Background: an optimization exercise with open tools, aiming at small area. Do not read the settings as production practice. Function was checked by simulation only, so behaviour that the tests miss may differ from the original. Power is estimated from default activity; no workload was simulated.

build 5:
// reg_file_sb
module reg_file_sb #(
  parameter int unsigned XLEN   = 32,
  parameter int unsigned NREGS  = 32,
  parameter int unsigned AW     = 5,
  parameter bit          BYPASS = 1'b1
) (
  input  logic            clk,
  input  logic            reset,
  input  logic [AW-1:0]   rs1_addr,
  input  logic [AW-1:0]   rs2_addr,
  output logic [XLEN-1:0] rs1_data,
  output logic [XLEN-1:0] rs2_data,
  output logic            rs1_busy,
  output logic            rs2_busy,
  input  logic            wb_en,
  input  logic [AW-1:0]   wb_addr,
  input  logic [XLEN-1:0] wb_data,
  input  logic            iss_en,
  input  logic [AW-1:0]   iss_addr,
  input  logic            flush,
  output logic            any_busy
);
export LEC_CHECK = 0
export CAP_MARGIN = 15
export CORE_MARGIN = 2
export CORE_UTILIZATION = 55
export PLACE_DENSITY = 0.7
export SLEW_MARGIN = 15
export SYNTH_HIERARCHICAL = 1
create_clock -name core_clock -period 8.0 [get_ports {clk}]
standard.sh (not shown) runs the stock make flow with config.mk's settings and CLKGATE_MAP_FILE= SYNTH_SCRIPT=/design/flow/synth_recipe.tcl, a recipe that flattens the netlist after the stock synthesis.
==> flow/flow/run.sh <==
#!/bin/bash
# Layout flow: the standard ORFS flow (standard.sh), unchanged synthesis, with two
# settings changed:
#  - port buffers use sky130_fd_sc_hd__buf_1 instead of the resizer's default choice;
#  - clock tree synthesis does not insert dummy loads.
# Every tool's output goes to flow_make.log in the work folder (ORFS also keeps its own
# per-step logs under orfs/logs/).
set -euo pipefail
bash standard.sh \
  "BUFFER_PORTS_ARGS=-buffer_cell sky130_fd_sc_hd__buf_1" \
  "CTS_ARGS=-sink_clustering_enable -repair_clock_nets -dont_use_dummy_load -sink_clustering_size 16 -sink_clustering_max_diameter 50 -buf_list sky130_fd_sc_hd__clkbuf_8" \
  finish > flow_make.log 2>&1
[inputs] build 30 vs build 5
- changing SLEW_MARGIN from 15 to 20
- changing CORE_UTILIZATION from 55 to 40
- setting GPL_TIMING_DRIVEN to 0 for the first time
- changing CAP_MARGIN from 15 to 20
- changing PLACE_DENSITY from 0.7 to 0.6
diff --git a/flow/flow/run.sh b/flow/flow/run.sh
--- a/flow/flow/run.sh
+++ b/flow/flow/run.sh
@@ -3,3 +3,3 @@
 # settings changed:
-#  - port buffers use sky130_fd_sc_hd__buf_1 instead of the resizer's default choice;
+#  - port buffers use sky130_fd_sc_hd__buf_2 instead of the resizer's default choice;
 #  - clock tree synthesis does not insert dummy loads.
@@ -9,3 +9,3 @@
 bash standard.sh \
-  "BUFFER_PORTS_ARGS=-buffer_cell sky130_fd_sc_hd__buf_1" \
+  "BUFFER_PORTS_ARGS=-buffer_cell sky130_fd_sc_hd__buf_2" \
   "CTS_ARGS=-sink_clustering_enable -repair_clock_nets -dont_use_dummy_load -sink_clustering_size 16 -sink_clustering_max_diameter 50 -buf_list sky130_fd_sc_hd__clkbuf_8" \
### Flow results
Build 30 vs. build 5: first-iteration DRC count went down by 1491.
Compared with build 5, in build 30 clock network fraction of design power increased by 1.0 points relative to the old numbers, relative area of non-clock buffer cells in the final design decreased by 0.89 points relative to the old numbers, number of vias in the routed layout decreased by 821 relative to the old numbers.
Summary of build 30 over build 5: die extent in x moved up; layout net count moved down; placed instance area moved up; utilization moved down.
On register area, build 30 and build 5 are neck and neck.
Build 30 vs build 5 on design area: build 30 is the higher one.
[inputs] build 67 vs build 30
- CORE_UTILIZATION: 40 -> 50
- GPL_TIMING_DRIVEN: 0 -> unset
- PLACE_DENSITY: 0.6 -> 0.65
For total standard cell area after synthesis, build 30 and build 67 come out practically identical.
Against build 30, achievable frequency in build 67 came out better.
Lower die extent in y goes to build 67 over build 30.
Across both runs, multi-input logic area was lower for build 67 than for build 30.
Summary: static leakage, build 67 better than build 30
Row sequential share of layout area: build 67 higher / build 30 lower
The width of the die in build 67 is 0.896 times that in build 30.
On net switching share of the total power: between build 67 and build 30, it ends up higher for build 30.
Build 30 finished every step from synthesis to the final layout, and the layout passed the timing, design-rule and antenna checks.
Build 67 ended with every stage complete and zero timing, DRC or antenna violations.
Build 67 against build 30: number of filler instances in the final layout fell 2201, switching component of the power fell 2.7%, non-clock inverter count in the final layout about even.

========
Setup of build 43:
The RTL this note starts from:
==> flow/design.v <==
module reg_file_sb #(
  parameter int unsigned XLEN   = 32,
  parameter int unsigned NREGS  = 32,
  parameter int unsigned AW     = 5,
  parameter bit          BYPASS = 1'b1
) (
  input  logic            clk,
  input  logic            reset,
  input  logic [AW-1:0]   rs1_addr,
  input  logic [AW-1:0]   rs2_addr,
  output logic [XLEN-1:0] rs1_data,
  output logic [XLEN-1:0] rs2_data,
  output logic            rs1_busy,
  output logic            rs2_busy,
  input  logic            wb_en,
  input  logic [AW-1:0]   wb_addr,
  input  logic [XLEN-1:0] wb_data,
  input  logic            iss_en,
  input  logic [AW-1:0]   iss_addr,
  input  logic            flush,
  output logic            any_busy
);
  logic [NREGS-1:0][XLEN-1:0] regs_s;     
  logic [NREGS-1:0][XLEN-1:0] regs_d;
  logic [NREGS-1:0]           nbusy_q;    
  logic [NREGS-1:0]           nbusy_d;
  logic                       phase_q;
  logic                       nclr_q;
  always_ff @(posedge clk) begin
    for (int i = 1; i < NREGS; i++) regs_s[i] <= regs_d[i];
  end
  always_ff @(posedge clk or posedge reset) begin
    if (reset) begin
      nbusy_q <= '1;
      phase_q <= 1'b1;
      nclr_q  <= 1'b0;
    end else begin
      nbusy_q <= nbusy_d | {{(NREGS-1){1'b0}}, 1'b1};
      phase_q <= !phase_q;
      nclr_q  <= 1'b1;
    end
  end
  localparam int unsigned NLO = 4;
  localparam int unsigned NHI = NREGS / NLO;
  logic [NLO-1:0] w_lo, i_lo, r1_lo, r2_lo;
  logic [NHI-1:0] w_hi, i_hi, r1_hi, r2_hi;
  logic byp1, byp2, nz1, nz2, rd_ok;
  rf_dec #(.W(2)) u_wlo  (.en(wb_en),  .a(wb_addr[1:0]),   .y(w_lo));
  rf_dec_ne #(.W(3)) u_whi (.a(wb_addr[4:2]),   .y(w_hi));
  rf_dec #(.W(2)) u_ilo  (.en(iss_en), .a(iss_addr[1:0]),  .y(i_lo));
  rf_dec_ne #(.W(3)) u_ihi (.a(iss_addr[4:2]),  .y(i_hi));
  rf_dec #(.W(2)) u_r1lo (.en(rd_ok),  .a(rs1_addr[1:0]),  .y(r1_lo));
  rf_dec_ne #(.W(3)) u_r1hi (.a(rs1_addr[4:2]),  .y(r1_hi));
  rf_dec #(.W(2)) u_r2lo (.en(rd_ok),  .a(rs2_addr[1:0]),  .y(r2_lo));
  rf_dec_ne #(.W(3)) u_r2hi (.a(rs2_addr[4:2]),  .y(r2_hi));
  logic [XLEN-1:0]  col_c;
  logic [NREGS-1:0] row_a, row_b, idec_n, bx_n;
  logic             flush_n;
  assign flush_n = !flush;
  for (genvar j = 0; j < XLEN; j++) begin : g_col
    rf_xor2 u_c (.a(wb_data[j]), .b(phase_q), .y(col_c[j]));
  end
  for (genvar i = 1; i < NREGS; i++) begin : g_row
    rf_nand2 u_b (.a(w_lo[i % NLO]), .b(w_hi[i / NLO]), .y(row_b[i]));
    rf_nand2 u_a (.a(row_b[i]), .b(nclr_q), .y(row_a[i]));
    for (genvar j = 0; j < XLEN; j++) begin : g_bit
      rf_oai22 u_wr (.a1(regs_s[i][j]), .a2(row_a[i]), .b1(col_c[j]), .b2(row_b[i]),
                     .y(regs_d[i][j]));
    end
    rf_nand2 u_i  (.a(i_lo[i % NLO]), .b(i_hi[i / NLO]), .y(idec_n[i]));
    rf_o21ai u_bx (.a1(nbusy_q[i]), .a2(row_a[i]), .b1(idec_n[i]), .y(bx_n[i]));
    rf_nand2 u_bn (.a(flush_n), .b(bx_n[i]), .y(nbusy_d[i]));
  end
  assign regs_d[0]  = '0;
  assign row_a[0]   = 1'b0;
  assign row_b[0]   = 1'b1;
  assign idec_n[0]  = 1'b1;
  assign bx_n[0]    = 1'b1;
  assign nbusy_d[0] = 1'b1;
  logic iw_eq;    
  rf_match u_iw (.en(iss_en), .a(iss_addr), .b(wb_addr), .y(iw_eq));
  rf_bypass u_byp1 (.wb_en(wb_en), .reset(reset), .wb_addr(wb_addr), .rs_addr(rs1_addr),
                    .byp(byp1), .nz(nz1));
  rf_bypass u_byp2 (.wb_en(wb_en), .reset(reset), .wb_addr(wb_addr), .rs_addr(rs2_addr),
                    .byp(byp2), .nz(nz2));
  assign rd_ok = !reset && nclr_q;
  logic [NREGS-1:0] s1_n, s2_n;
  assign s1_n[0] = !byp1;
  assign s2_n[0] = !byp2;
  for (genvar i = 1; i < NREGS; i++) begin : g_sel
    rf_nand3 u_s1 (.a(r1_lo[i % NLO]), .b(r1_hi[i / NLO]), .c(row_b[i]), .y(s1_n[i]));
    rf_nand3 u_s2 (.a(r2_lo[i % NLO]), .b(r2_hi[i / NLO]), .c(row_b[i]), .y(s2_n[i]));
  end
  logic k1, k2;
  assign k1 = !phase_q && (byp1 || (nz1 && rd_ok));
  assign k2 = !phase_q && (byp2 || (nz2 && rd_ok));
  for (genvar j = 0; j < XLEN; j++) begin : g_rd
    logic [NREGS-1:0] col;
    assign col[0] = col_c[j];
    for (genvar i = 1; i < NREGS; i++) begin : g_t
      assign col[i] = regs_s[i][j];
    end
    rf_rd_bit #(.N(NREGS)) u_rd1 (.t(col), .s_n(s1_n), .y(rs1_data[j]), .k(k1));
    rf_rd_bit #(.N(NREGS)) u_rd2 (.t(col), .s_n(s2_n), .y(rs2_data[j]), .k(k2));
  end
  logic [NREGS-1:0] bcol;
  assign bcol[0] = !iw_eq;
  assign bcol[NREGS-1:1] = nbusy_q[NREGS-1:1];
  rf_rd_sel #(.N(NREGS)) u_b1 (.t(bcol), .s_n(s1_n), .y(rs1_busy));
  rf_rd_sel #(.N(NREGS)) u_b2 (.t(bcol), .s_n(s2_n), .y(rs2_busy));
  rf_any_busy #(.N(NREGS - 1)) u_any (.nbusy(nbusy_q[NREGS-1:1]), .reset(reset), .y(any_busy));
endmodule
module rf_oai22 (
  input  logic a1,
  input  logic a2,
  input  logic b1,
  input  logic b2,
  output logic y
);
  assign y = !((a1 | a2) & (b1 | b2));
endmodule
module rf_o21ai (
  input  logic a1,
  input  logic a2,
  input  logic b1,
  output logic y
);
  assign y = !((a1 | a2) & b1);
endmodule
module rf_nand2 (
  input  logic a,
  input  logic b,
  output logic y
);
  assign y = !(a & b);
endmodule
module rf_nand3 (
  input  logic a,
  input  logic b,
  input  logic c,
  output logic y
);
  assign y = !(a & b & c);
endmodule
module rf_xor2 (
  input  logic a,
  input  logic b,
  output logic y
);
  assign y = a ^ b;
endmodule
module rf_or_reduce #(parameter int unsigned W = 16) (
  input  logic [W-1:0] a,
  output logic         y
);
  assign y = |a;
endmodule
module rf_dec #(parameter int unsigned W = 2) (
  input  logic             en,
  input  logic [W-1:0]     a,
  output logic [2**W-1:0]  y
);
  always_comb begin
    for (int i = 0; i < 2**W; i++) y[i] = en && (a == W'(i));
  end
endmodule
module rf_dec_ne #(parameter int unsigned W = 3) (
  input  logic [W-1:0]     a,
  output logic [2**W-1:0]  y
);
  always_comb begin
    for (int i = 0; i < 2**W; i++) y[i] = (a == W'(i));
  end
endmodule
module rf_match #(parameter int unsigned W = 5) (
  input  logic         en,
  input  logic [W-1:0] a,
  input  logic [W-1:0] b,
  output logic         y
);
  assign y = en && (a == b);
endmodule
module rf_bypass #(parameter int unsigned W = 5) (
  input  logic         wb_en,
  input  logic         reset,
  input  logic [W-1:0] wb_addr,
  input  logic [W-1:0] rs_addr,
  output logic         byp,
  output logic         nz
);
  assign nz  = |rs_addr;
  assign byp = wb_en && !reset && nz && (wb_addr == rs_addr);
endmodule
module rf_any_busy #(parameter int unsigned N = 31) (
  input  logic [N-1:0] nbusy,
  input  logic         reset,
  output logic         y
);
  assign y = !reset && !(&nbusy);
endmodule
module rf_rd_sel #(parameter int unsigned N = 32) (
  input  logic [N-1:0] t,
  input  logic [N-1:0] s_n,
  output logic         y
);
  logic [N/2-1:0] pair;
  for (genvar p = 0; p < N/2; p++) begin : g_pair
    rf_oai22 u_pair (.a1(t[2*p]), .a2(s_n[2*p]), .b1(t[2*p+1]), .b2(s_n[2*p+1]), .y(pair[p]));
  end
  rf_or_reduce #(.W(N/2)) u_or (.a(pair), .y(y));
endmodule
module rf_rd_bit #(parameter int unsigned N = 32) (
  input  logic [N-1:0] t,
  input  logic [N-1:0] s_n,
  input  logic         k,
  output logic         y
);
  logic raw;
  rf_rd_sel #(.N(N)) u_sel (.t(t), .s_n(s_n), .y(raw));
  rf_xor2 u_fix (.a(raw), .b(k), .y(y));
endmodule
clock: 8.0 ns
lec_check: 0
cap_margin: 20
core_margin: 2
core_utilization: 40
cts_buf_list: sky130_fd_sc_hd__clkbuf_16
cts_cluster_diameter: 60
cts_cluster_size: 30
place_density: 0.6
slew_margin: 20
synth_hierarchical: 1
run.sh (not shown) runs the stock make flow with config.mk's settings and CLKGATE_MAP_FILE= SYNTH_SCRIPT=/design/flow/synth_recipe.tcl, a recipe that flattens the netlist after the stock synthesis.
Stock flow here: none of the scripts above is used.
Build 43 completed every stage of the flow, and the final layout passed the timing, design-rule and antenna checks.
Input changes introduced in build 32 (baseline for comparison: build 43):
Settings: changing CORE_UTILIZATION from 40 to 55; changing PLACE_DENSITY from 0.6 to 0.7; removing CTS_CLUSTER_SIZE (formerly 30); removing CTS_CLUSTER_DIAMETER (formerly 60); removing CTS_BUF_LIST (formerly sky130_fd_sc_hd__clkbuf_16).
==> flow/flow/run.sh (new file) <==
#!/bin/bash
# Layout flow: the standard ORFS flow (standard.sh), unchanged synthesis, with two
# settings changed:
#  - port buffers use sky130_fd_sc_hd__buf_2 instead of the resizer's default choice;
#  - clock tree synthesis does not insert dummy loads.
# Every tool's output goes to flow_make.log in the work folder (ORFS also keeps its own
# per-step logs under orfs/logs/).
set -euo pipefail
bash standard.sh \
  "BUFFER_PORTS_ARGS=-buffer_cell sky130_fd_sc_hd__buf_2" \
  "CTS_ARGS=-sink_clustering_enable -repair_clock_nets -dont_use_dummy_load -sink_clustering_size 16 -sink_clustering_max_diameter 50 -buf_list sky130_fd_sc_hd__clkbuf_8" \
  finish > flow_make.log 2>&1
==> flow/standard.sh (new file) <==
#!/bin/bash
# synth_recipe.tcl (not shown) runs the flow's synth.tcl, then flattens the netlist and writes it again
# the make line also repeats each setting of config.mk as NAME=value (left out here)
make -C /OpenROAD-flow-scripts/flow DESIGN_CONFIG=/design/flow/config.mk WORK_HOME=/design/flow/orfs CLKGATE_MAP_FILE= SYNTH_SCRIPT=/design/flow/synth_recipe.tcl "${@:-finish}"
removed: flow/run.sh
==> comparison <==
- Every stage of the flow completed for build 32, and the final layout passed the timing, design-rule and antenna checks.
- Of build 43 and build 32, the run reporting the higher register fraction of the total cell area was build 32.
- Worst hold slack: build 43 vs build 32, no meaningful difference
- In the tables for build 43 and build 32, post-route fraction of the period consumed by the critical path reads lower with build 32.
- Per the comparison of build 32 with build 43, utilization after layout went up 14 points, final antenna diode count went up, clock power went down 33%, maximum operating frequency picked up an extra 3.8 MHz, number of buffers outside the clock class in the layout shows a reduction of 97.
- On transition time of the tightest slew-check pin, build 43 and build 32 are basically level.
- Build 43 leaves less setup margin than build 32.
[inputs] build 59 vs build 32
Settings: a change of PLACE_DENSITY from 0.7 to 0.6; a change of CORE_UTILIZATION from 55 to 40.
[summary]
Of build 59 and build 32, the run reporting the lower relative area of clock buffers and inverters in the final design was build 32. Going from build 32 to build 59, non-filler instance count after layout went up 380; wire length higher; met3 track demand over resource in global routing went down 10 points. Build 59 vs. build 32: largest fanout on the critical path ~0 delta; number of buffers other than clock buffers in the final layout up 33. [compare] base=build 32 new=build 59: number of iterations in the first detailed-routing pass fell by 1; total non-filler cell area in the finished layout rose by 2.4%; wire length on met1 rose by 17%; fmax fell by 1.5%. Looking at sequential share of layout area, build 59 sits 1.1 points below build 32. Build 59 ran to completion and came out clean on the timing, design-rule and antenna checks.
> inputs changed (build 59 -> build 53)
Settings: PLACE_DENSITY now 0.7, was 0.6; CORE_UTILIZATION now 55, was 40.
==> flow/flow/run.sh <==
#!/bin/bash
# Layout flow: the standard ORFS flow (standard.sh), unchanged synthesis, with two
# settings changed:
#  - port buffers use sky130_fd_sc_hd__buf_1 instead of the resizer's default choice;
#  - clock tree synthesis does not insert dummy loads.
# Every tool's output goes to flow_make.log in the work folder (ORFS also keeps its own
# per-step logs under orfs/logs/).
set -euo pipefail
bash standard.sh \
  "BUFFER_PORTS_ARGS=-buffer_cell sky130_fd_sc_hd__buf_1" \
  "CTS_ARGS=-sink_clustering_enable -repair_clock_nets -dont_use_dummy_load -sink_clustering_size 30 -sink_clustering_max_diameter 70 -buf_list sky130_fd_sc_hd__clkbuf_16 -sink_buffer_max_cap_derate 0.05" \
  finish > flow_make.log 2>&1
## What came out
Going from build 59 to build 53, shortest period the worst path allows decreased 160 ps, fraction of the cycle the final worst path needs now sits lower, worst hold slack up 3.9 ps, post-synthesis to final-layout area growth fell by 2.8 points. Share of the final layout cell area in multi-input gates in build 53 is 0.80 points higher than in build 59. Build 53 vs build 59, proportion of final cell area spent on non-clock buffers went down by 0.43 points. Diff build 59 -> build 53 | areal power density over the cells | down slightly.

## port drivers added, routing unchanged
The flow's constraints put no driver on any port. The routed layouts listed below were extracted and timed again, unchanged, in two steps. Step 1 (the two cells are an assumption about what drives the block):
set clk [get_ports {clk}]
set_driving_cell -lib_cell sky130_fd_sc_hd__clkbuf_16 $clk
set_driving_cell -lib_cell sky130_fd_sc_hd__buf_2 [delete_from_list [all_inputs] $clk]
Step 2 adds t to the input delays and takes it off the output delays; t is the mean of the earliest and latest rising clock arrival at the registers after step 1. Input paths then give back, and output paths get back, about the clock's delay inside the block. Slacks: no drivers / after step 1 / after step 2; pairs: no drivers / after step 1.
run	t, ns	setup slack, ns	latest minus earliest clock arrival (ns)	worst slew at a driven data input, ns
build 5	0.813	0.708 / 0.678 / 0.678	0.072 / 0.072	0.14
build 30	0.834	0.138 / 0.111 / 0.111	0.080 / 0.080	0.13
build 67	0.820	0.555 / 0.535 / 0.535	0.078 / 0.079	0.06
build 43	0.732	0.420 / 0.398 / 0.398	0.031 / 0.031	0.08
build 32	0.793	0.631 / 0.608 / 0.608	0.058 / 0.059	0.12
build 59	0.833	0.520 / 0.495 / 0.495	0.143 / 0.142	0.05
build 53	0.708	0.684 / 0.657 / 0.657	0.084 / 0.083	0.13
After both steps every run listed still meets setup and hold. The setup slack of build 5, which loses most, moves by -0.030 ns with the drivers and by -0.030 ns with both steps.
